This is an optimization exercise on Yosys and OpenROAD, whose aim is small area, a short achievable clock period and few clock cycles per item, not a production implementation.
RTL that was checked went through simulation tests only; none was proved equivalent to the original.
The RTL of run 2 was laid out without a check of its function.
Power figures rest on the tool's default switching activity, not on a simulated workload.

## flow/design.v (module list and top-level ports; edited modules follow where they fit)
// module mac_adder_tree: 26 lines
// module mac_pipe: 2179 lines
module mac_pipe (
  input  logic               clk,
  input  logic               rst,
  input  logic               in_valid,
  output logic               in_ready,
  input  logic               in_first,
  input  logic               in_last,
  input  logic [71:0]        kernel_in,
  input  logic [71:0]        map_in,
  input  logic signed [31:0] bias,
  input  logic [4:0]         shift,
  output logic               out_valid,
  input  logic               out_ready,
  output logic signed [7:0]  mac_out
);
  // ...
==> flow/flow/run.sh <==
#!/bin/bash
# Layout flow: the standard flow with two changes.
#  1. After the standard synthesis, flow/polarity.py re-chooses which full
#     adders work on complemented signals and swaps simple gates for their
#     De Morgan / complemented-output twins, so fewer inverters remain
#     (registers are left as synthesis made them). Yosys then proves the new
#     netlist equivalent to the standard one (registers paired by name); if
#     that proof fails, the standard netlist is laid out instead.
#  2. Ports are buffered with sky130_fd_sc_hd__buf_1 instead of the default
#     pick; timing repair still resizes them as needed.
# Each tool's output goes to a log file of its own in this folder.
set -euo pipefail
R=orfs/results/${FLOW_PLATFORM:-sky130hd}/mac_pipe/base
LIB=$(ls "$FLOW_HOME"/platforms/${FLOW_PLATFORM:-sky130hd}/lib/sky130_fd_sc_hd__tt_025C_1v80.lib)
bash standard.sh "$(pwd)/$R/1_2_yosys.v" > synth.log 2>&1
cp "$R/1_2_yosys.v" 1_2_yosys.standard.v
python3 flow/polarity.py 1_2_yosys.standard.v 1_2_yosys.polarity.v > polarity.log 2>&1
python3 flow/hide_names.py 1_2_yosys.polarity.v polarity_hidden.v > hide.log 2>&1
sed "s#@LIB@#$LIB#" flow/equiv.ys > equiv.ys
YOSYS=$(command -v yosys || echo "$FLOW_HOME/../tools/install/yosys/bin/yosys")
if "$YOSYS" -q -l equiv.log equiv.ys > equiv.out 2>&1; then
  cp 1_2_yosys.polarity.v "$R/1_2_yosys.v"
  echo "polarity netlist proven equivalent; using it" >> polarity.log
else
  echo "equivalence not proven; keeping the standard netlist" >> polarity.log
fi
BUFFER_PORTS_ARGS="-buffer_cell sky130_fd_sc_hd__buf_1" bash standard.sh finish > layout.log 2>&1
==> flow/flow/equiv.ys <==
read_liberty -ignore_miss_func -overwrite @LIB@
read_verilog 1_2_yosys.standard.v
rename mac_pipe gold
read_verilog polarity_hidden.v
rename mac_pipe gate
hierarchy -check
flatten
proc; async2sync; opt_clean
equiv_make gold gate eq
equiv_simple
equiv_induct
equiv_status -assert
==> flow/flow/hide_names.py <==
#!/usr/bin/env python3
"""Copy a mapped netlist with every cell and net renamed except registers,
their outputs and the ports, so that an equivalence check pairs only those.

Usage: hide_names.py IN.v OUT.v
"""
import re
import sys

src = open(sys.argv[1]).read()
inst_re = re.compile(r"^(\s*)(sky130_fd_sc_hd__\w+)\s+(\S+)\s*\((.*?)\);\s*$", re.S | re.M)
FF = re.compile(r"__(df|edf|sdf)")
keep = set()
for m in inst_re.finditer(src):
    if FF.search(m.group(2)):
        keep.add(re.search(r"\.Q\(\s*(.*?)\s*\)", m.group(4)).group(1))
hdr = re.search(r"module\s+\w+\s*\((.*?)\);", src, re.S)
ports = set(p.strip() for p in hdr.group(1).split(","))

def base(n):
    return re.sub(r"\s*\[\d+\]$", "", n).lstrip("\\")

def ren(m):
    p, n = m.group(1), m.group(2).strip()
    if n in keep or base(n) in ports or n.startswith("1'"):
        return m.group(0)
    return f".{p}(\\zz_{n.lstrip(chr(92)).replace(' ', '')} )"

out = []
pos = 0
for m in inst_re.finditer(src):
    out.append(src[pos:m.start(3)])
    nm = m.group(3)
    if not FF.search(m.group(2)):
        nm = "\\zz_" + nm.lstrip("\\") + " "
    out.append(nm + " (")
    out.append(re.sub(r"\.(\w+)\(\s*(.*?)\s*\)", ren, m.group(4)))
    pos = m.end(4)
out.append(src[pos:])
t = "".join(out)
t = re.sub(r"^\s*wire\s+.*?;\s*$\n", "", t, flags=re.M)
open(sys.argv[2], "w").write(t)
==> flow/flow/polarity.py <==
#!/usr/bin/env python3
"""Re-choose the polarity of full adders and simple gates in a mapped sky130 netlist.

A full adder is self-dual: complementing its three inputs complements both
outputs. Yosys's extract_fa picks each adder's polarity on its own, which
leaves inverters between adders. This script removes the inverters between
cells and lets each full adder work on complemented signals, each simple gate
(and/or/nand/nor, a21/o21, a22/o22, xor/xnor) be swapped for the library cell
that complements its output and/or reads complemented inputs (De Morgan), and
picks these choices by simulated annealing to need as little inverter and gate
area as possible. It then writes the netlist back with one inverter per signal
that some load needs inverted. Registers and all other cells are unchanged.

Usage: polarity.py IN.v OUT.v
"""
import random
import re
import sys

OUT_PINS = {"X", "Y", "Q", "Q_N", "SUM", "COUT", "HI", "LO"}
INV_RE = re.compile(r"^sky130_fd_sc_hd__(inv|clkinv)_\d+$")
FA_RE = re.compile(r"^sky130_fd_sc_hd__fa_\d+$")

src = open(sys.argv[1]).read()

# Split into the module header/body and the cell instances.
inst_re = re.compile(
    r"^(\s*)(sky130_fd_sc_hd__\w+)\s+(\S+)\s*\((.*?)\);\s*$", re.S | re.M)
pin_re = re.compile(r"\.(\w+)\(\s*(.*?)\s*\)(?=\s*,|\s*$)", re.S)

cells = []  # dict(type, name, pins: {pin: net}, span)
for m in inst_re.finditer(src):
    pins = {}
    for p, n in pin_re.findall(m.group(4)):
        pins[p] = n.strip()
    cells.append({"type": m.group(2), "name": m.group(3), "pins": pins,
                  "span": m.span()})

fixed = set()
hdr = re.search(r"module\s+\w+\s*\((.*?)\);", src, re.S)
ports = [p.strip() for p in hdr.group(1).split(",")]
for decl in re.finditer(r"^\s*(input|output|inout)\s+(\[[^\]]*\]\s*)?(\S+)\s*;", src, re.M):
    fixed.add(decl.group(3))
for a in re.finditer(r"^\s*assign\s+(.*?)\s*=\s*(.*?)\s*;", src, re.M):
    for side in (a.group(1), a.group(2)):
        for tok in re.findall(r"\\\S+|[A-Za-z_][\w$]*(?:\s*\[\d+\])?", side):
            fixed.add(tok.replace(" ", ""))

def base(net):
    return re.sub(r"\s*\[\d+\]$", "", net)

def is_fixed(net):
    return net in fixed or base(net) in fixed

driver = {}
loads = {}
for ci, c in enumerate(cells):
    for p, n in c["pins"].items():
        if p in OUT_PINS:
            driver[n] = (ci, p)
        else:
            loads.setdefault(n, []).append((ci, p))

# Removable inverters: output not fixed.
removable = set()
for ci, c in enumerate(cells):
    if INV_RE.match(c["type"]) and not is_fixed(c["pins"]["Y"]):
        removable.add(ci)

def root_of(net):
    k = 0
    while net in driver and driver[net][0] in removable:
        net = cells[driver[net][0]]["pins"]["A"]
        k ^= 1
    return net, k

# Group consumers by root.
roots = {}
for ci, c in enumerate(cells):
    if ci in removable:
        continue
    for p, n in c["pins"].items():
        if p in OUT_PINS:
            continue
        r, k = root_of(n)
        roots.setdefault(r, []).append((ci, p, k))

AREA = {"and2_1": 6.256, "nand2_1": 3.7536, "or2_1": 6.256, "nor2_1": 3.7536,
        "and3_1": 6.256, "nand3_1": 5.0048, "or3_1": 6.256, "nor3_1": 5.0048,
        "a21o_1": 7.5072, "a21oi_1": 5.0048, "o21a_1": 7.5072, "o21ai_0": 5.0048,
        "a22o_1": 8.7584, "a22oi_1": 7.5072, "o22a_1": 8.7584, "o22ai_1": 6.256,
        "xor2_1": 8.7584, "xnor2_1": 8.7584,
        "nand2b_1": 6.256, "and2b_1": 7.5072, "nor2b_1": 6.256, "or2b_1": 7.5072}
# group -> {(out_inverted, in_inverted): type}, relative to the group's base
GROUPS = [
    {(0, 0): "and2_1", (1, 0): "nand2_1", (0, 1): "nor2_1", (1, 1): "or2_1"},
    {(0, 0): "and3_1", (1, 0): "nand3_1", (0, 1): "nor3_1", (1, 1): "or3_1"},
    {(0, 0): "a21o_1", (1, 0): "a21oi_1", (0, 1): "o21ai_0", (1, 1): "o21a_1"},
    {(0, 0): "a22o_1", (1, 0): "a22oi_1", (0, 1): "o22ai_1", (1, 1): "o22a_1"},
    {(0, 0): "xor2_1", (1, 0): "xnor2_1", (0, 1): "xor2_1", (1, 1): "xnor2_1"},
    {(0, 0): "nand2b_1", (1, 0): "and2b_1"},
    {(0, 0): "nor2b_1", (1, 0): "or2b_1"},
]
CODE = {}
for gi, g in enumerate(GROUPS):
    for code, t in g.items():
        if t not in CODE:
            CODE[t] = (gi, code)
INV_COST = 3.7536
OUTNAME = {"and2_1": "X", "nand2_1": "Y", "or2_1": "X", "nor2_1": "Y",
           "and3_1": "X", "nand3_1": "Y", "or3_1": "X", "nor3_1": "Y",
           "a21o_1": "X", "a21oi_1": "Y", "o21a_1": "X", "o21ai_0": "Y",
           "a22o_1": "X", "a22oi_1": "Y", "o22a_1": "X", "o22ai_1": "Y",
           "xor2_1": "X", "xnor2_1": "Y", "nand2b_1": "Y", "and2b_1": "X",
           "nor2b_1": "Y", "or2b_1": "X"}

def short(t):
    return t.replace("sky130_fd_sc_hd__", "")

def outpin(c):
    return [p for p in c["pins"] if p in OUT_PINS][0]

# states[ci] = list of (fo, fi, type, area_delta)
states = {}
for ci, c in enumerate(cells):
    if ci in removable:
        continue
    t = short(c["type"])
    outs = [p for p in c["pins"] if p in OUT_PINS]
    out_fixed = any(is_fixed(c["pins"][o]) for o in outs)
    if FA_RE.match(c["type"]):
        if not out_fixed:
            states[ci] = [(0, 0, t, 0.0), (1, 1, t, 0.0)]
        continue
    if t in CODE and len(outs) == 1:
        gi, (o0, i0) = CODE[t]
        st = []
        for (oc, ic), t2 in GROUPS[gi].items():
            fo, fi = oc ^ o0, ic ^ i0
            if fo and out_fixed:
                continue
            st.append((fo, fi, t2, AREA[t2] - AREA[t]))
        if len(st) > 1:
            states[ci] = st

cur = {ci: next(k for k, x in enumerate(st) if x[0] == 0 and x[1] == 0)
       for ci, st in states.items()}

def fo_of(ci):
    return states[ci][cur[ci]][0] if ci in states else 0

def fi_of(ci):
    return states[ci][cur[ci]][1] if ci in states else 0

def drv_pol(r):
    d = driver.get(r)
    return 0 if d is None else fo_of(d[0])

def cost_root(r):
    dp = drv_pol(r)
    for ci, p, k in roots[r]:
        if dp ^ k ^ fi_of(ci):
            return INV_COST
    return 0

def var_cost(ci):
    return states[ci][cur[ci]][3]

touch = {ci: set() for ci in states}
for r, cons in roots.items():
    d = driver.get(r)
    if d is not None and d[0] in states:
        touch[d[0]].add(r)
    for ci, p, k in cons:
        if ci in states:
            touch[ci].add(r)

def total():
    return sum(cost_root(r) for r in roots) + sum(var_cost(ci) for ci in states)

orig_inv = len(removable)
best = None
best_cost = None
rng = random.Random(1)
order = sorted(states)
import math

def try_delta(ci, k):
    before = sum(cost_root(r) for r in touch[ci]) + var_cost(ci)
    old = cur[ci]
    cur[ci] = k
    after = sum(cost_root(r) for r in touch[ci]) + var_cost(ci)
    cur[ci] = old
    return after - before

def anneal(moves, t0, t1, allowed):
    for step in range(moves):
        temp = t0 * (t1 / t0) ** (step / moves)
        ci = order[rng.randrange(len(order))]
        ks = allowed[ci]
        if len(ks) < 2:
            continue
        k = ks[rng.randrange(len(ks))]
        if k == cur[ci]:
            continue
        d = try_delta(ci, k)
        if d <= 0 or rng.random() < math.exp(-d / temp):
            cur[ci] = k

# phase 1: output flips only (inputs as synthesis left them); phase 2: all
only_fo = {ci: [k for k, x in enumerate(states[ci]) if x[1] == 0 or FA_RE.match(cells[ci]["type"])] for ci in order}
every = {ci: list(range(len(states[ci]))) for ci in order}
for trial in range(int(sys.argv[3]) if len(sys.argv) > 3 else 4):
    for ci in order:
        cur[ci] = next(k for k, x in enumerate(states[ci]) if x[0] == 0 and x[1] == 0)
    anneal(300 * len(order), 6.0, 0.05, only_fo)
    anneal(300 * len(order), 1.5, 0.05, every)
    improved = True
    while improved:
        improved = False
        for ci in order:
            for k in range(len(states[ci])):
                if k != cur[ci] and try_delta(ci, k) < -1e-9:
                    cur[ci] = k
                    improved = True
    c = total()
    print(f"  trial {trial}: cost {c:.1f}", file=sys.stderr)
    if best_cost is None or c < best_cost:
        best_cost = c
        best = dict(cur)
cur = best
n_inv = sum(1 for r in roots if cost_root(r))
n_gate = sum(1 for ci in states if not FA_RE.match(cells[ci]["type"]) and (fo_of(ci) or fi_of(ci)))
n_fa = sum(1 for ci in states if FA_RE.match(cells[ci]["type"]) and fo_of(ci))
print(f"polarity: {n_fa} adders flipped, {orig_inv} inverters removed, "
      f"{n_inv} inverters added, {n_gate} gates changed, "
      f"cost {best_cost:.1f} um2 vs {orig_inv * INV_COST:.1f}", file=sys.stderr)

# Rewrite.
newpins = {}  # ci -> {pin: net}
new_cells = []
new_wires = []
for i, (r, cons) in enumerate(sorted(roots.items())):
    dp = drv_pol(r)
    inv_net = None
    for ci, p, k in cons:
        need_inv = dp ^ k ^ fi_of(ci)
        if need_inv:
            if inv_net is None:
                inv_net = f"polinv_n{i}"
                new_wires.append(inv_net)
                new_cells.append(f"  sky130_fd_sc_hd__inv_1 polinv_{i} (\n    .A({r} ),\n    .Y({inv_net})\n  );\n")
            net = inv_net
        else:
            net = r
        newpins.setdefault(ci, {})[p] = net

out = []
pos = 0
for ci, c in enumerate(cells):
    s, e = c["span"]
    out.append(src[pos:s])
    pos = e
    if ci in removable:
        continue
    pins = dict(c["pins"])
    pins.update(newpins.get(ci, {}))
    typ = c["type"]
    if ci in states and not FA_RE.match(typ):
        t2 = states[ci][cur[ci]][2]
        if t2 != short(typ):
            op = outpin(c)
            pins = {(OUTNAME[t2] if p == op else p): n for p, n in pins.items()}
            typ = "sky130_fd_sc_hd__" + t2
    body = ",\n".join(f"    .{p}({n} )" for p, n in pins.items())
    out.append(f"  {typ} {c['name']} (\n{body}\n  );")
out.append(src[pos:])
text = "".join(out)
# declare new wires and add new cells before endmodule
decl = "".join(f"  wire {w};\n" for w in new_wires)
text = re.sub(r"(module\s+\w+\s*\(.*?\);\n)", lambda m: m.group(1) + decl, text, count=1, flags=re.S)
idx = text.rfind("endmodule")
text = text[:idx] + "".join(new_cells) + text[idx:]
open(sys.argv[2], "w").write(text)
==> flow/standard.sh <==
#!/bin/bash
# synth_recipe.tcl (not shown) runs the flow's synth.tcl, then flattens the netlist and writes it again
# the make line also repeats each setting of config.mk as NAME=value (left out here)
make -C /OpenROAD-flow-scripts/flow DESIGN_CONFIG=/design/flow/config.mk WORK_HOME=/design/flow/orfs CLKGATE_MAP_FILE= SYNTH_SCRIPT=/design/flow/synth_recipe.tcl "${@:-finish}"
==> flow/config.mk <==
export PLATFORM = sky130hd
export DESIGN_NAME = mac_pipe
export DESIGN_NICKNAME = mac_pipe
export VERILOG_FILES = /design/flow/design.v
export SDC_FILE = /design/flow/constraint.sdc
export NUM_CORES = 4
export LEC_CHECK = 0
export ABC_AREA = 1
export CAP_MARGIN = 20
export CORE_MARGIN = 2
export CORE_UTILIZATION = 60
export CTS_CLUSTER_DIAMETER = 80
export CTS_CLUSTER_SIZE = 30
export SETUP_SLACK_MARGIN = 4.0
export SLEW_MARGIN = 20
==> flow/constraint.sdc <==
create_clock -name core_clock -period 7.5 [get_ports {clk}]
set_input_delay 1.5000 -clock core_clock [delete_from_list [all_inputs] [get_ports {clk}]]
set_output_delay 1.5000 -clock core_clock [all_outputs]
set_load 0.01 [all_outputs]
==> impl_metrics.py, run 1 <==
metrics = {
    "status": {
        "status": "complete, no violations",
    },
    "cells_and_area": {
        "largest_reg_flops": 186,
        "layout.comb_gates.multi_input": 2137,
        "num-clock-buffers": 23,
        "signal_inverters": 229,
        "layout.area.seq_um2": 7654,
        "postLayoutCoreUtil_pct": 65.51,
        "fillCellCount": 3715,
        "layout.cell_area.non_filler_um2": 28970,
        "stdcell_count": 3556,
        "clkCellAreaFrac_pct": 2.363,
        "mostFrequentLayoutCell": "nand2_1",
        "seq_area_share_pct": 26.42,
        "area_delta_synth_final_pct": 7.954,
    },
    "floorplan": {
        "boundaryPins": 197,
        "tapCellCount": 592,
        "die_w_um": 215.5,
    },
    "grt": {
        "globalRouteTotalUtil_pct": 34.45,
        "grt-ovfl-total": 0,
        "gr_met1_demand_resource_pct": 41.62,
        "antenna_violations_before_repair": 0,
        "first_global_vias": 20810,
        "grt_first_pass_wirelength_um": 120900,
    },
    "timing": {
        "hold_slack_ns": 0.3325,
        "fin_setup_tns_ns": 0,
        "timing.final.max_slew_violations": 0,
        "peak_clock_frequency_supported_by_timing_ghz": 0.2871,
    },
    "logic_synthesis": {
        "synth.yosys.warnings": 2,
    },
    "drt": {
        "post_drt_via_cell_ratio": 5.825,
        "dr_wl_met3_um": 4353,
        "topRoutingLayerUsed": "met4",
    },
    "setup_path": {
        "reg2reg_setup_slack_ns": 4.02,
        "crit_path_end": "w_b[10]",
        "slowest_stage_cell_crit_path": "fa_1",
        "r2r_start": "t1[106]",
    },
    "place": {
        "place_inst": 3509,
        "dp_slack_ns": 3.167,
    },
    "power": {
        "total_switching_power_uw": 7772,
        "power.group.top": "combinational logic",
        "powerSeq_uw": 3420,
    },
    "worst_hold_path": {
        "hold_class": "reg -> reg",
        "whs_endpoint": "a_shift[2]",
    },
    "clock_tree": {
        "post-cts-setup-buffers": 4,
    },
}
Testbench counts, summed over its fixed seeds: cycles 7,044, items 7,012.
==> run 2: changes to the inputs <==
--- a/flow/design.v
+++ b/flow/design.v
@@ -2156,17 +2156,228 @@
   logic [31:0] acc_s;
   logic [31:0] acc_c;
   logic [31:0] acc_next;
   always_comb begin
     for (int i = 0; i < 32; i++) begin
       {acc_c[i], acc_s[i]} = {1'b0, acc_base[i]} + {1'b0, w_a[i]} + {1'b0, w_b[i]};
     end
   end
-  assign acc_next = acc_s + {acc_c[30:0], 1'b0};
+  logic [31:0] acc_next_g0;
+  logic [31:0] acc_next_p0;
+  assign acc_next_g0 = acc_s & {acc_c[30:0], 1'b0};
+  assign acc_next_p0 = acc_s ^ {acc_c[30:0], 1'b0};
+  logic acc_next_G1;
+  assign acc_next_G1 = acc_next_g0[1] | (acc_next_p0[1] & acc_next_g0[0]);
+  logic acc_next_P1;
+  assign acc_next_P1 = acc_next_p0[1] & acc_next_p0[0];
+  logic acc_next_G2;
+  assign acc_next_G2 = acc_next_g0[3] | (acc_next_p0[3] & acc_next_g0[2]);
+  logic acc_next_P2;
+  assign acc_next_P2 = acc_next_p0[3] & acc_next_p0[2];
+  logic acc_next_G3;
+  assign acc_next_G3 = acc_next_g0[5] | (acc_next_p0[5] & acc_next_g0[4]);
+  logic acc_next_P3;
+  assign acc_next_P3 = acc_next_p0[5] & acc_next_p0[4];
+  logic acc_next_G4;
+  assign acc_next_G4 = acc_next_g0[7] | (acc_next_p0[7] & acc_next_g0[6]);
+  logic acc_next_P4;
+  assign acc_next_P4 = acc_next_p0[7] & acc_next_p0[6];
+  logic acc_next_G5;
+  assign acc_next_G5 = acc_next_g0[9] | (acc_next_p0[9] & acc_next_g0[8]);
+  logic acc_next_P5;
+  assign acc_next_P5 = acc_next_p0[9] & acc_next_p0[8];
+  logic acc_next_G6;
+  assign acc_next_G6 = acc_next_g0[11] | (acc_next_p0[11] & acc_next_g0[10]);
+  logic acc_next_P6;
+  assign acc_next_P6 = acc_next_p0[11] & acc_next_p0[10];
+  logic acc_next_G7;
+  assign acc_next_G7 = acc_next_g0[13] | (acc_next_p0[13] & acc_next_g0[12]);
+  logic acc_next_P7;
+  assign acc_next_P7 = acc_next_p0[13] & acc_next_p0[12];
+  logic acc_next_G8;
+  assign acc_next_G8 = acc_next_g0[15] | (acc_next_p0[15] & acc_next_g0[14]);
+  logic acc_next_P8;
+  assign acc_next_P8 = acc_next_p0[15] & acc_next_p0[14];
+  logic acc_next_G9;
+  assign acc_next_G9 = acc_next_g0[17] | (acc_next_p0[17] & acc_next_g0[16]);
+  logic acc_next_P9;
+  assign acc_next_P9 = acc_next_p0[17] & acc_next_p0[16];
+  logic acc_next_G10;
+  assign acc_next_G10 = acc_next_g0[19] | (acc_next_p0[19] & acc_next_g0[18]);
+  logic acc_next_P10;
+  assign acc_next_P10 = acc_next_p0[19] & acc_next_p0[18];
+  logic acc_next_G11;
+  assign acc_next_G11 = acc_next_g0[21] | (acc_next_p0[21] & acc_next_g0[20]);
+  logic acc_next_P11;
+  assign acc_next_P11 = acc_next_p0[21] & acc_next_p0[20];
+  logic acc_next_G12;
+  assign acc_next_G12 = acc_next_g0[23] | (acc_next_p0[23] & acc_next_g0[22]);
+  logic acc_next_P12;
+  assign acc_next_P12 = acc_next_p0[23] & acc_next_p0[22];
+  logic acc_next_G13;
+  assign acc_next_G13 = acc_next_g0[25] | (acc_next_p0[25] & acc_next_g0[24]);
+  logic acc_next_P13;
+  assign acc_next_P13 = acc_next_p0[25] & acc_next_p0[24];
+  logic acc_next_G14;
+  assign acc_next_G14 = acc_next_g0[27] | (acc_next_p0[27] & acc_next_g0[26]);
+  logic acc_next_P14;
+  assign acc_next_P14 = acc_next_p0[27] & acc_next_p0[26];
+  logic acc_next_G15;
+  assign acc_next_G15 = acc_next_g0[29] | (acc_next_p0[29] & acc_next_g0[28]);
+  logic acc_next_P15;
+  assign acc_next_P15 = acc_next_p0[29] & acc_next_p0[28];
+  logic acc_next_G16;
+  assign acc_next_G16 = acc_next_g0[31] | (acc_next_p0[31] & acc_next_g0[30]);
+  logic acc_next_P16;
+  assign acc_next_P16 = acc_next_p0[31] & acc_next_p0[30];
+  logic acc_next_G17;
+  assign acc_next_G17 = acc_next_G2 | (acc_next_P2 & acc_next_G1);
+  logic acc_next_P17;
+  assign acc_next_P17 = acc_next_P2 & acc_next_P1;
+  logic acc_next_G18;
+  assign acc_next_G18 = acc_next_G4 | (acc_next_P4 & acc_next_G3);
+  logic acc_next_P18;
+  assign acc_next_P18 = acc_next_P4 & acc_next_P3;
+  logic acc_next_G19;
+  assign acc_next_G19 = acc_next_G6 | (acc_next_P6 & acc_next_G5);
+  logic acc_next_P19;
+  assign acc_next_P19 = acc_next_P6 & acc_next_P5;
+  logic acc_next_G20;
+  assign acc_next_G20 = acc_next_G8 | (acc_next_P8 & acc_next_G7);
+  logic acc_next_P20;
+  assign acc_next_P20 = acc_next_P8 & acc_next_P7;
+  logic acc_next_G21;
+  assign acc_next_G21 = acc_next_G10 | (acc_next_P10 & acc_next_G9);
+  logic acc_next_P21;
+  assign acc_next_P21 = acc_next_P10 & acc_next_P9;
+  logic acc_next_G22;
+  assign acc_next_G22 = acc_next_G12 | (acc_next_P12 & acc_next_G11);
+  logic acc_next_P22;
+  assign acc_next_P22 = acc_next_P12 & acc_next_P11;
+  logic acc_next_G23;
+  assign acc_next_G23 = acc_next_G14 | (acc_next_P14 & acc_next_G13);
+  logic acc_next_P23;
+  assign acc_next_P23 = acc_next_P14 & acc_next_P13;
+  logic acc_next_G24;
+  assign acc_next_G24 = acc_next_G16 | (acc_next_P16 & acc_next_G15);
+  logic acc_next_P24;
+  assign acc_next_P24 = acc_next_P16 & acc_next_P15;
+  logic acc_next_G25;
+  assign acc_next_G25 = acc_next_G18 | (acc_next_P18 & acc_next_G17);
+  logic acc_next_P25;
+  assign acc_next_P25 = acc_next_P18 & acc_next_P17;
+  logic acc_next_G26;
+  assign acc_next_G26 = acc_next_G20 | (acc_next_P20 & acc_next_G19);
+  logic acc_next_P26;
+  assign acc_next_P26 = acc_next_P20 & acc_next_P19;
+  logic acc_next_G27;
+  assign acc_next_G27 = acc_next_G22 | (acc_next_P22 & acc_next_G21);
+  logic acc_next_P27;
+  assign acc_next_P27 = acc_next_P22 & acc_next_P21;
+  logic acc_next_G28;
+  assign acc_next_G28 = acc_next_G24 | (acc_next_P24 & acc_next_G23);
+  logic acc_next_P28;
+  assign acc_next_P28 = acc_next_P24 & acc_next_P23;
+  logic acc_next_G29;
+  assign acc_next_G29 = acc_next_G26 | (acc_next_P26 & acc_next_G25);
+  logic acc_next_P29;
+  assign acc_next_P29 = acc_next_P26 & acc_next_P25;
+  logic acc_next_G30;
+  assign acc_next_G30 = acc_next_G28 | (acc_next_P28 & acc_next_G27);
+  logic acc_next_P30;
+  assign acc_next_P30 = acc_next_P28 & acc_next_P27;
+  logic acc_next_G31;
+  assign acc_next_G31 = acc_next_G30 | (acc_next_P30 & acc_next_G29);
+  logic acc_next_P31;
+  assign acc_next_P31 = acc_next_P30 & acc_next_P29;
+  logic acc_next_G32;
+  assign acc_next_G32 = acc_next_G27 | (acc_next_P27 & acc_next_G29);
+  logic acc_next_G33;
+  assign acc_next_G33 = acc_next_G19 | (acc_next_P19 & acc_next_G25);
+  logic acc_next_G34;
+  assign acc_next_G34 = acc_next_G21 | (acc_next_P21 & acc_next_G29);
+  logic acc_next_G35;
+  assign acc_next_G35 = acc_next_G23 | (acc_next_P23 & acc_next_G32);
+  logic acc_next_G36;
+  assign acc_next_G36 = acc_next_G3 | (acc_next_P3 & acc_next_G17);
+  logic acc_next_G37;
+  assign acc_next_G37 = acc_next_G5 | (acc_next_P5 & acc_next_G25);
+  logic acc_next_G38;
+  assign acc_next_G38 = acc_next_G7 | (acc_next_P7 & acc_next_G33);
+  logic acc_next_G39;
+  assign acc_next_G39 = acc_next_G9 | (acc_next_P9 & acc_next_G29);
+  logic acc_next_G40;
+  assign acc_next_G40 = acc_next_G11 | (acc_next_P11 & acc_next_G34);
+  logic acc_next_G41;
+  assign acc_next_G41 = acc_next_G13 | (acc_next_P13 & acc_next_G32);
+  logic acc_next_G42;
+  assign acc_next_G42 = acc_next_G15 | (acc_next_P15 & acc_next_G35);
+  logic acc_next_G43;
+  assign acc_next_G43 = acc_next_g0[2] | (acc_next_p0[2] & acc_next_G1);
+  logic acc_next_G44;
+  assign acc_next_G44 = acc_next_g0[4] | (acc_next_p0[4] & acc_next_G17);
+  logic acc_next_G45;
+  assign acc_next_G45 = acc_next_g0[6] | (acc_next_p0[6] & acc_next_G36);
+  logic acc_next_G46;
+  assign acc_next_G46 = acc_next_g0[8] | (acc_next_p0[8] & acc_next_G25);
+  logic acc_next_G47;
+  assign acc_next_G47 = acc_next_g0[10] | (acc_next_p0[10] & acc_next_G37);
+  logic acc_next_G48;
+  assign acc_next_G48 = acc_next_g0[12] | (acc_next_p0[12] & acc_next_G33);
+  logic acc_next_G49;
+  assign acc_next_G49 = acc_next_g0[14] | (acc_next_p0[14] & acc_next_G38);
+  logic acc_next_G50;
+  assign acc_next_G50 = acc_next_g0[16] | (acc_next_p0[16] & acc_next_G29);
+  logic acc_next_G51;
+  assign acc_next_G51 = acc_next_g0[18] | (acc_next_p0[18] & acc_next_G39);
+  logic acc_next_G52;
+  assign acc_next_G52 = acc_next_g0[20] | (acc_next_p0[20] & acc_next_G34);
+  logic acc_next_G53;
+  assign acc_next_G53 = acc_next_g0[22] | (acc_next_p0[22] & acc_next_G40);
+  logic acc_next_G54;
+  assign acc_next_G54 = acc_next_g0[24] | (acc_next_p0[24] & acc_next_G32);
+  logic acc_next_G55;
+  assign acc_next_G55 = acc_next_g0[26] | (acc_next_p0[26] & acc_next_G41);
+  logic acc_next_G56;
+  assign acc_next_G56 = acc_next_g0[28] | (acc_next_p0[28] & acc_next_G35);
+  logic acc_next_G57;
+  assign acc_next_G57 = acc_next_g0[30] | (acc_next_p0[30] & acc_next_G42);
+  assign acc_next[0] = acc_next_p0[0] ^ 1'b0;
+  assign acc_next[1] = acc_next_p0[1] ^ acc_next_g0[0];
+  assign acc_next[2] = acc_next_p0[2] ^ acc_next_G1;
+  assign acc_next[3] = acc_next_p0[3] ^ acc_next_G43;
+  assign acc_next[4] = acc_next_p0[4] ^ acc_next_G17;
+  assign acc_next[5] = acc_next_p0[5] ^ acc_next_G44;
+  assign acc_next[6] = acc_next_p0[6] ^ acc_next_G36;
+  assign acc_next[7] = acc_next_p0[7] ^ acc_next_G45;
+  assign acc_next[8] = acc_next_p0[8] ^ acc_next_G25;
+  assign acc_next[9] = acc_next_p0[9] ^ acc_next_G46;
+  assign acc_next[10] = acc_next_p0[10] ^ acc_next_G37;
+  assign acc_next[11] = acc_next_p0[11] ^ acc_next_G47;
+  assign acc_next[12] = acc_next_p0[12] ^ acc_next_G33;
+  assign acc_next[13] = acc_next_p0[13] ^ acc_next_G48;
+  assign acc_next[14] = acc_next_p0[14] ^ acc_next_G38;
+  assign acc_next[15] = acc_next_p0[15] ^ acc_next_G49;
+  assign acc_next[16] = acc_next_p0[16] ^ acc_next_G29;
+  assign acc_next[17] = acc_next_p0[17] ^ acc_next_G50;
+  assign acc_next[18] = acc_next_p0[18] ^ acc_next_G39;
+  assign acc_next[19] = acc_next_p0[19] ^ acc_next_G51;
+  assign acc_next[20] = acc_next_p0[20] ^ acc_next_G34;
+  assign acc_next[21] = acc_next_p0[21] ^ acc_next_G52;
+  assign acc_next[22] = acc_next_p0[22] ^ acc_next_G40;
+  assign acc_next[23] = acc_next_p0[23] ^ acc_next_G53;
+  assign acc_next[24] = acc_next_p0[24] ^ acc_next_G32;
+  assign acc_next[25] = acc_next_p0[25] ^ acc_next_G54;
+  assign acc_next[26] = acc_next_p0[26] ^ acc_next_G41;
+  assign acc_next[27] = acc_next_p0[27] ^ acc_next_G55;
+  assign acc_next[28] = acc_next_p0[28] ^ acc_next_G35;
+  assign acc_next[29] = acc_next_p0[29] ^ acc_next_G56;
+  assign acc_next[30] = acc_next_p0[30] ^ acc_next_G42;
+  assign acc_next[31] = acc_next_p0[31] ^ acc_next_G57;
   always_ff @(posedge clk or posedge rst) begin
     if (rst) begin
       acc   <= 32'd0;
       a_res <= 1'b0;
     end else begin
       acc <= acc_next;
       a_res <= w_valid && w_last;
     end
@@ -2192,58 +2403,57 @@
     if (ovf) begin
       rq = acc[31] ? 8'h80 : 8'h7f;
     end else if (!acc[31] && q8 == 8'h7f && rb) begin
       rq = 8'h7f;
     end else begin
       rq = q8 + {7'd0, rb};
     end
   end
-  logic [7:0]      q_mem [4];
-  logic [3:0]      q_wr;
-  logic [3:0]      q_rd;
+  logic [7:0]      q_mem [5];
+  logic [4:0]      q_wr;
+  logic [4:0]      q_rd;
   logic [2:0]      q_cnt;
   logic [2:0]      q_cnt_n;
   logic [2:0]      n_out;
   logic [2:0]      n_out_n;
   logic            ask;
   logic            pop;
-  logic            n_full;
   assign pop     = out_valid && out_ready;
   assign ask     = take && in_last;
   assign q_cnt_n = q_cnt + 3'(a_res) - 3'(pop);
   assign n_out_n = n_out + 3'(ask) - 3'(pop);
   always_ff @(posedge clk) begin
-    for (int i = 0; i < 4; i++) begin
+    for (int i = 0; i < 5; i++) begin
       if (a_res && q_wr[i]) begin
         q_mem[i] <= rq;
       end
     end
   end
   always_ff @(posedge clk or posedge rst) begin
     if (rst) begin
-      q_wr      <= 4'd1;
-      q_rd      <= 4'd1;
+      q_wr      <= 5'd1;
+      q_rd      <= 5'd1;
       q_cnt     <= '0;
       n_out     <= '0;
       out_valid <= 1'b0;
-      n_full    <= 1'b0;
+      in_ready  <= 1'b1;
     end else begin
       if (a_res) begin
-        q_wr <= {q_wr[2:0], q_wr[3]};
+        q_wr <= {q_wr[3:0], q_wr[4]};
       end
       if (pop) begin
-        q_rd <= {q_rd[2:0], q_rd[3]};
+        q_rd <= {q_rd[3:0], q_rd[4]};
       end
       q_cnt     <= q_cnt_n;
       n_out     <= n_out_n;
       out_valid <= a_res || q_cnt > 3'd1 || (q_cnt == 3'd1 && !pop);
-      n_full    <= n_out_n == 3'd4;
+      in_ready  <= n_out < 3'd4 || (n_out == 3'd4 && (!ask || pop))
+                   || (n_out == 3'd5 && pop);
     end
   end
-  assign in_ready = !n_full || pop;
   always_comb begin
     mac_out = '0;
-    for (int i = 0; i < 4; i++) begin
+    for (int i = 0; i < 5; i++) begin
       mac_out = mac_out | (q_rd[i] ? q_mem[i] : 8'd0);
     end
   end
 endmodule
==> flow/flow/run.sh (replaced) <==
#!/bin/bash
# Layout flow: the standard flow with two changes.
#  1. After the standard synthesis, flow/polarity.py re-chooses which full
#     adders work on complemented signals, so fewer inverters sit between
#     adders (registers and all other cells are left as synthesis made them).
#  2. Ports are buffered with sky130_fd_sc_hd__buf_1 instead of the default
#     pick; timing repair still resizes them as needed.
# Each tool's output goes to a log file of its own in this folder.
set -euo pipefail
R=orfs/results/${FLOW_PLATFORM:-sky130hd}/mac_pipe/base
bash standard.sh "$(pwd)/$R/1_2_yosys.v" > synth.log 2>&1
cp "$R/1_2_yosys.v" 1_2_yosys.standard.v
python3 flow/polarity.py 1_2_yosys.standard.v "$R/1_2_yosys.v" > polarity.log 2>&1
BUFFER_PORTS_ARGS="-buffer_cell sky130_fd_sc_hd__buf_1" bash standard.sh finish > layout.log 2>&1
==> flow/flow/polarity.py (replaced) <==
#!/usr/bin/env python3
"""Re-choose the polarity of full adders in a mapped sky130 netlist.

A full adder is self-dual: complementing its three inputs complements both
outputs. Yosys's extract_fa picks each adder's polarity on its own, which
leaves inverters between adders. This script treats each fa_1 cell as free to
work on complemented signals, removes the inverters between cells, picks the
polarities by local search to need as few inverters as possible, and writes
the netlist back with one inverter per signal that some load needs inverted.

Usage: polarity.py IN.v OUT.v
"""
import random
import re
import sys

OUT_PINS = {"X", "Y", "Q", "Q_N", "SUM", "COUT", "HI", "LO"}
INV_RE = re.compile(r"^sky130_fd_sc_hd__(inv|clkinv)_\d+$")
FA_RE = re.compile(r"^sky130_fd_sc_hd__fa_\d+$")

src = open(sys.argv[1]).read()

# Split into the module header/body and the cell instances.
inst_re = re.compile(
    r"^(\s*)(sky130_fd_sc_hd__\w+)\s+(\S+)\s*\((.*?)\);\s*$", re.S | re.M)
pin_re = re.compile(r"\.(\w+)\(\s*(.*?)\s*\)(?=\s*,|\s*$)", re.S)

cells = []  # dict(type, name, pins: {pin: net}, span)
for m in inst_re.finditer(src):
    pins = {}
    for p, n in pin_re.findall(m.group(4)):
        pins[p] = n.strip()
    cells.append({"type": m.group(2), "name": m.group(3), "pins": pins,
                  "span": m.span()})

fixed = set()
hdr = re.search(r"module\s+\w+\s*\((.*?)\);", src, re.S)
ports = [p.strip() for p in hdr.group(1).split(",")]
for decl in re.finditer(r"^\s*(input|output|inout)\s+(\[[^\]]*\]\s*)?(\S+)\s*;", src, re.M):
    fixed.add(decl.group(3))
for a in re.finditer(r"^\s*assign\s+(.*?)\s*=\s*(.*?)\s*;", src, re.M):
    for side in (a.group(1), a.group(2)):
        for tok in re.findall(r"\\\S+|[A-Za-z_][\w$]*(?:\s*\[\d+\])?", side):
            fixed.add(tok.replace(" ", ""))

def base(net):
    return re.sub(r"\s*\[\d+\]$", "", net)

def is_fixed(net):
    return net in fixed or base(net) in fixed

driver = {}
loads = {}
for ci, c in enumerate(cells):
    for p, n in c["pins"].items():
        if p in OUT_PINS:
            driver[n] = (ci, p)
        else:
            loads.setdefault(n, []).append((ci, p))

# Removable inverters: output not fixed.
removable = set()
for ci, c in enumerate(cells):
    if INV_RE.match(c["type"]) and not is_fixed(c["pins"]["Y"]):
        removable.add(ci)

def root_of(net):
    k = 0
    while net in driver and driver[net][0] in removable:
        net = cells[driver[net][0]]["pins"]["A"]
        k ^= 1
    return net, k

# Group consumers by root.
roots = {}
for ci, c in enumerate(cells):
    if ci in removable:
        continue
    for p, n in c["pins"].items():
        if p in OUT_PINS:
            continue
        r, k = root_of(n)
        roots.setdefault(r, []).append((ci, p, k))

AREA = {"inv_1": 3.7536, "nand2_1": 3.7536, "and2_1": 6.256, "nor2_1": 3.7536,
        "or2_1": 6.256, "nand3_1": 5.0048, "and3_1": 6.256, "nor3_1": 5.0048,
        "or3_1": 6.256, "xor2_1": 8.7584, "xnor2_1": 8.7584,
        "a21oi_1": 5.0048, "a21o_1": 7.5072, "o21ai_0": 5.0048, "o21a_1": 7.5072,
        "nand2b_1": 6.256, "and2b_1": 7.5072, "nor2b_1": 6.256, "or2b_1": 7.5072}
COMP = {}
for a, b in [("nand2_1", "and2_1"), ("nor2_1", "or2_1"), ("nand3_1", "and3_1"),
             ("nor3_1", "or3_1"), ("xor2_1", "xnor2_1"), ("a21oi_1", "a21o_1"),
             ("o21ai_0", "o21a_1"), ("nand2b_1", "and2b_1"), ("nor2b_1", "or2b_1")]:
    COMP[a] = b
    COMP[b] = a
INV_COST = AREA["inv_1"]

def short(t):
    return t.replace("sky130_fd_sc_hd__", "")

def outpin(c):
    return [p for p in c["pins"] if p in OUT_PINS][0]

fa_idx = [ci for ci, c in enumerate(cells) if FA_RE.match(c["type"])]
flippable = set()
for ci in fa_idx:
    outs = [cells[ci]["pins"].get("SUM"), cells[ci]["pins"].get("COUT")]
    if not any(o is None or is_fixed(o) for o in outs):
        flippable.add(ci)
gate_flip_cost = {}
for ci, c in enumerate(cells):
    t = short(c["type"])
    if t in COMP and ci not in removable:
        outs = [p for p in c["pins"] if p in OUT_PINS]
        if len(outs) == 1 and not is_fixed(c["pins"][outs[0]]):
            gate_flip_cost[ci] = AREA[COMP[t]] - AREA[t]

# Roots whose consumers are all removable-inverter-free fixed nets are handled
# the same way. Nets driven by removable inverters but read only by fixed nets
# cannot occur (fixed nets keep their driver).
flip = {ci: 0 for ci in flippable}
for ci in gate_flip_cost:
    flip[ci] = 0

def drv_pol(r):
    d = driver.get(r)
    if d is None:
        return 0
    return flip.get(d[0], 0)

def cost_root(r):
    dp = drv_pol(r)
    for ci, p, k in roots[r]:
        if dp ^ k ^ (flip.get(ci, 0) if ci in flippable else 0):
            return INV_COST
    return 0

def var_cost(ci):
    return gate_flip_cost.get(ci, 0) if flip[ci] else 0

# roots each FA touches
touch = {ci: set() for ci in flip}
for r, cons in roots.items():
    d = driver.get(r)
    if d is not None and d[0] in flip:
        touch[d[0]].add(r)
    for ci, p, k in cons:
        if ci in flippable:
            touch[ci].add(r)
# FA outputs that nobody reads still are roots of nothing; fine.

def total():
    return sum(cost_root(r) for r in roots) + sum(var_cost(ci) for ci in flip)

orig_inv = len(removable)
best = None
best_cost = None
rng = random.Random(1)
order = sorted(flip)
import math

def local_delta(ci):
    before = sum(cost_root(r) for r in touch[ci]) + var_cost(ci)
    flip[ci] ^= 1
    after = sum(cost_root(r) for r in touch[ci]) + var_cost(ci)
    flip[ci] ^= 1
    return after - before

for trial in range(6):
    for ci in order:
        flip[ci] = 0
    cur = total()
    moves = 400 * len(order)
    t0, t1 = 6.0, 0.05
    for step in range(moves):
        temp = t0 * (t1 / t0) ** (step / moves)
        ci = order[rng.randrange(len(order))]
        d = local_delta(ci)
        if d <= 0 or rng.random() < math.exp(-d / temp):
            flip[ci] ^= 1
            cur += d
    # greedy finish
    improved = True
    while improved:
        improved = False
        for ci in order:
            d = local_delta(ci)
            if d < -1e-9:
                flip[ci] ^= 1
                cur += d
                improved = True
    c = total()
    print(f"  trial {trial}: cost {c:.1f}", file=sys.stderr)
    if best_cost is None or c < best_cost:
        best_cost = c
        best = dict(flip)
flip = best
n_inv = sum(1 for r in roots if cost_root(r))
n_gate = sum(1 for ci in gate_flip_cost if flip[ci])
print(f"polarity: {len(flippable)} adders, {orig_inv} inverters removed, "
      f"{n_inv} inverters added, {n_gate} gates swapped for their complement, "
      f"cost {best_cost:.1f} um2 vs {orig_inv * INV_COST:.1f}", file=sys.stderr)

# Rewrite.
newpins = {}  # ci -> {pin: net}
new_cells = []
new_wires = []
for i, (r, cons) in enumerate(sorted(roots.items())):
    dp = drv_pol(r)
    inv_net = None
    for ci, p, k in cons:
        need_inv = dp ^ k ^ (flip.get(ci, 0) if ci in flippable else 0)
        if need_inv:
            if inv_net is None:
                inv_net = f"polinv_n{i}"
                new_wires.append(inv_net)
                new_cells.append(f"  sky130_fd_sc_hd__inv_1 polinv_{i} (\n    .A({r} ),\n    .Y({inv_net})\n  );\n")
            net = inv_net
        else:
            net = r
        newpins.setdefault(ci, {})[p] = net

out = []
pos = 0
for ci, c in enumerate(cells):
    s, e = c["span"]
    out.append(src[pos:s])
    pos = e
    if ci in removable:
        continue
    pins = dict(c["pins"])
    pins.update(newpins.get(ci, {}))
    typ = c["type"]
    if ci in gate_flip_cost and flip[ci]:
        t2 = COMP[short(typ)]
        typ = "sky130_fd_sc_hd__" + t2
        op = outpin(c)
        newop = "X" if op == "Y" else "Y"
        pins = {(newop if p == op else p): n for p, n in pins.items()}
    body = ",\n".join(f"    .{p}({n} )" for p, n in pins.items())
    out.append(f"  {typ} {c['name']} (\n{body}\n  );")
out.append(src[pos:])
text = "".join(out)
# declare new wires and add new cells before endmodule
decl = "".join(f"  wire {w};\n" for w in new_wires)
text = re.sub(r"(module\s+\w+\s*\(.*?\);\n)", lambda m: m.group(1) + decl, text, count=1, flags=re.S)
idx = text.rfind("endmodule")
text = text[:idx] + "".join(new_cells) + text[idx:]
open(sys.argv[2], "w").write(text)
==> flow/config.mk (replaced) <==
export PLATFORM = sky130hd
export DESIGN_NAME = mac_pipe
export DESIGN_NICKNAME = mac_pipe
export VERILOG_FILES = /design/flow/design.v
export SDC_FILE = /design/flow/constraint.sdc
export NUM_CORES = 4
export LEC_CHECK = 0
export ABC_AREA = 1
export CAP_MARGIN = 20
export CORE_MARGIN = 2
export CORE_UTILIZATION = 60
export SETUP_SLACK_MARGIN = 4.0
export SLEW_MARGIN = 20
removed: flow/flow/equiv.ys
removed: flow/flow/hide_names.py
==> run 2 against run 1 <==
  * Clock skew shrank 0.0041 ns
  * Clock power grew about 60%
  * Final area grew 3.1%
  * Register-to-register slack lost 0.10 ns
  * Via count shrank 2.5%
  * Cell count shrank 1.7%
  * Hold slack lost 0.012 ns
  * First-iteration DRC count shrank 14%
  * Routed wire length grew 1.2%
  * Largest cell class unchanged
  * Largest power group unchanged
  * Highest routed layer unchanged
==> impl_metrics.py, run 2 <==
metrics = {
    "place": {
        "place_congestion": 1.016,
        "placement.cell_area_um2": 27830,
        "placement.io_buffers": 196,
        "dp_hpwl_um": 63910,
        "dp_slack_ns": 3.249,
    },
    "timing": {
        "fin_setup_tns_ns": 0,
        "max-slew-margin-rel_pct": 52.56,
        "peak_clock_frequency_supported_by_timing_ghz": 0.2787,
        "finalClockSkew_ns": 0.02080,
        "layout_min_cycle_time_ns": 3.588,
        "min_period_over_period_pct": 47.84,
        "grt_setup_unrepaired": "true",
        "hold_slack_ns": 0.3207,
        "timing.final.setup_violations": 0,
        "worst-slew-pin-transition_ns": 0.7115,
        "post-route-worst-setup-slack_ns": 3.912,
        "final-hold-violation-count": 0,
        "timing.final.max_slew_violations": 0,
    },
    "clock_tree": {
        "hold_bufs_at_cts": 0,
        "numCtsBuffers": 39,
        "cts_buffer_depth": 3,
        "cts_num_sinks": 362,
        "clockRootBuffer": "clkbuf_16",
        "clock_tree.htree_level_count": 2,
        "clock_insertion_delay_worst_skew_ns": 0.57,
        "clkTransAtPathRegs_ns": 0.06,
        "tritoncts": "built",
    },
    "grt": {
        "globalRouteTotalUtil_pct": 35.22,
        "grt_first_pass_wirelength_um": 121700,
        "antenna_violations_before_repair": 0,
        "first_global_vias": 20560,
        "grt-ovfl-total": 0,
        "maximum_number_of_pins_on_one_net_before_global_route_repair": 54,
    },
    "setup_path": {
        "cp_max_fo": 3,
        "cp.arrival_ns": 4.02,
        "regToRegEndpoint": "acc[15]",
        "reg2reg_setup_slack_ns": 3.91,
        "critical_path.startpoint_type": "flip-flop",
        "timing.setup.critical_path_class": "reg -> reg",
        "timing.reg2reg.worst_path_depth": 19,
        "required_ns": 7.93,
        "crit_path_end_kind": "flip-flop",
        "r2r_start": "w_first",
    },
    "floorplan": {
        "fp.dieH_um": 214.5,
        "boundaryPins": 197,
        "die_w_um": 214.5,
        "fp.coreArea_um2": 43930,
        "row_count": 77,
        "initial_utilization_pct": 60.52,
        "die_area_um2": 46010,
    },
    "drt": {
        "topRoutingLayerUsed": "met4",
        "vias": 20210,
        "post_drt_via_cell_ratio": 5.783,
        "drt-initial-drc-count": 1618,
        "dr_wl_met3_um": 4808,
        "route.antenna.remaining_nets": 0,
        "met2_wirelength_um": 40940,
        "wl_per_cell_um": 22.93,
        "detail_route.wirelength_um": 80110,
        "m1WireLength_um": 29650,
        "remaining_drc_errors": 0,
        "detailedRoute.firstPassIterationCount": 8,
    },
    "logic_synthesis": {
        "syn-mean-instance-area_um2": 9.973,
        "synthCells": 2666,
        "syn_area_um2": 26590,
        "synth_nets": 3292,
        "synth.yosys.warnings": 2,
    },
    "cells_and_area": {
        "area_delta_synth_final_pct": 12.38,
        "postLayoutCoreUtil_pct": 68.01,
        "largest_reg_flops": 186,
        "antennaDiodeCount": 0,
        "num-nets-final": 3500,
        "largest_registers": "t1: 186 flops, q_mem: 40 flops",
        "mostFrequentLayoutCells": "nand2_1 (375), fa_1 (359), dfxtp_1 (260)",
        "drive_gt1_share_pct": 10.06,
        "mostFrequentLayoutCell": "nand2_1",
        "fillCellCount": 3478,
        "layout.cell_area.non_filler_um2": 29880,
        "most_flop_heavy_register": "t1",
    },
    "power": {
        "power_per_cell_area_nw_per_um2": 583.7,
        "p_leak_uw": 0.01260,
        "total_switching_power_uw": 8002,
        "power.ir.vdd_worst_mv": 0.9257,
        "portion_of_total_power_attributed_to_the_clock_network_pct": 11.3,
        "power.combinational.fraction_pct": 69.2,
        "p_int_uw": 9438,
        "seq_power_share_pct": 19.6,
        "sw_frac_of_total_pct": 45.88,
    },
    "worst_hold_path": {
        "hold_depth": 0,
        "whs_endpoint": "w_shift[4]",
        "hold_class": "reg -> reg",
        "hold_path_startpoint": "c1_shift[4]",
    },
    "job": {
        "drv.max_cap_violation_count": 0,
    },
    "status": {
        "status": "complete, no violations",
    },
}
==> run 2: worst max-delay path, cell delays in order (launching register included) <==
cell        delay (ns)
dfxtp_4           0.36
buf_12            0.11
clkinvlp_4        0.11
and2_4            0.16
fa_2              0.56
ha_4              0.20
nand3_2           0.06
o211ai_1          0.13
nand3_1           0.13
nand2_2           0.09
nand2_2           0.09
nand2_4           0.06
buf_4             0.13
buf_4             0.12
buf_4             0.14
inv_1             0.06
o21bai_2          0.09
a31o_2            0.28
fa_1              0.39
xor2_1            0.18
==> run 2: per-stage QoR <==
stage               instances  total power, µW
finish                   3494            17440
CTS                      3478            17060
global placement         3386            14110
detailed placement       3386            14520
global route             3494            19100
floorplan                2666            11140
==> run 2: what timing repair did <==
action,in CTS,in global routing
gates resized for setup,57,78
endpoints found under the setup margin,83,118
pin swaps,27,29
setup buffers,21,15
cloned,2,0
==> run 2: area by class of cell <==
| type | instances | area [µm²] | share of cell area [%] |
|---|---|---|---|
| inverter | 259 | 987.2 | 3.304 |
| timing repair inverter | 1 | 7.507 | 0.02513 |
| clock inverter | 15 | 198.9 | 0.6658 |
| clock buffer | 54 | 1102 | 3.689 |
| multi-input combinational | 1969 | 17690 | 59.21 |
| tap | 592 | 740.7 | 2.479 |
| sequential | 362 | 7930 | 26.54 |
| timing repair buffer | 242 | 1221 | 4.087 |
==> run 2: metal layers <==
metal	up-vias	global-route usage, %
met1	9966	42.87
met4	0	17.50
met3	214	4.681
met2	884	61.84
li1	9141	-
met5	-	0
==> run 2: power groups by stage <==
stage / Sequential [µW] / Clock (µW) / Combinational, µW
floorplan: 3120 / 0 / 8020
global placement: 3420 / 0 / 10700
detailed placement: 3430 / 0 / 11100
CTS: 3400 / 1990 / 11700
global route: 3450 / 2060 / 13600
finish: 3410 / 1970 / 12100
==> run 2: worst max-delay path by stage <==
stage                           from  endpoint  slack, ns  cells past startpoint
after floorplan           map_in[67]    t1[78]       4.00                      7
after global placement    map_in[35]    t1[22]       3.33                      7
after detailed placement     w_first   acc[31]       3.25                     23
after CTS                    w_first   acc[31]       3.87                     23
after global routing         w_first   acc[31]       3.79                     20
final                        w_first   acc[15]       3.91                     19

## what the ideal ports hide
Ports are ideal in the flow. The routed layouts listed here were re-timed in OpenROAD.
Step 1, drivers: a clkbuf_16 drives clk and a buf_2 each remaining input, both assumed.
Step 2 also shifts input and output timing later by t, the mid clock arrival at the registers, as if the neighbouring blocks saw the same clock.
Three values: ideal ports, drivers, drivers and shift; two values: the first two.
run | shift t [ns] | setup slack, ns | hold slack, ns | slew at the worst register clock pin (ns)
run 1 | 0.589 | 4.017 / 4.017 / 3.487 | 0.333 / 0.333 / 0.333 | 0.12 / 0.12
run 2 | 0.617 | 3.912 / 3.912 / 3.565 | 0.321 / 0.321 / 0.321 | 0.06 / 0.06
After both steps setup and hold are still met in every run listed. The setup slack of run 1, which loses most, moves by 0.000 ns with the drivers and by -0.530 ns with both steps.
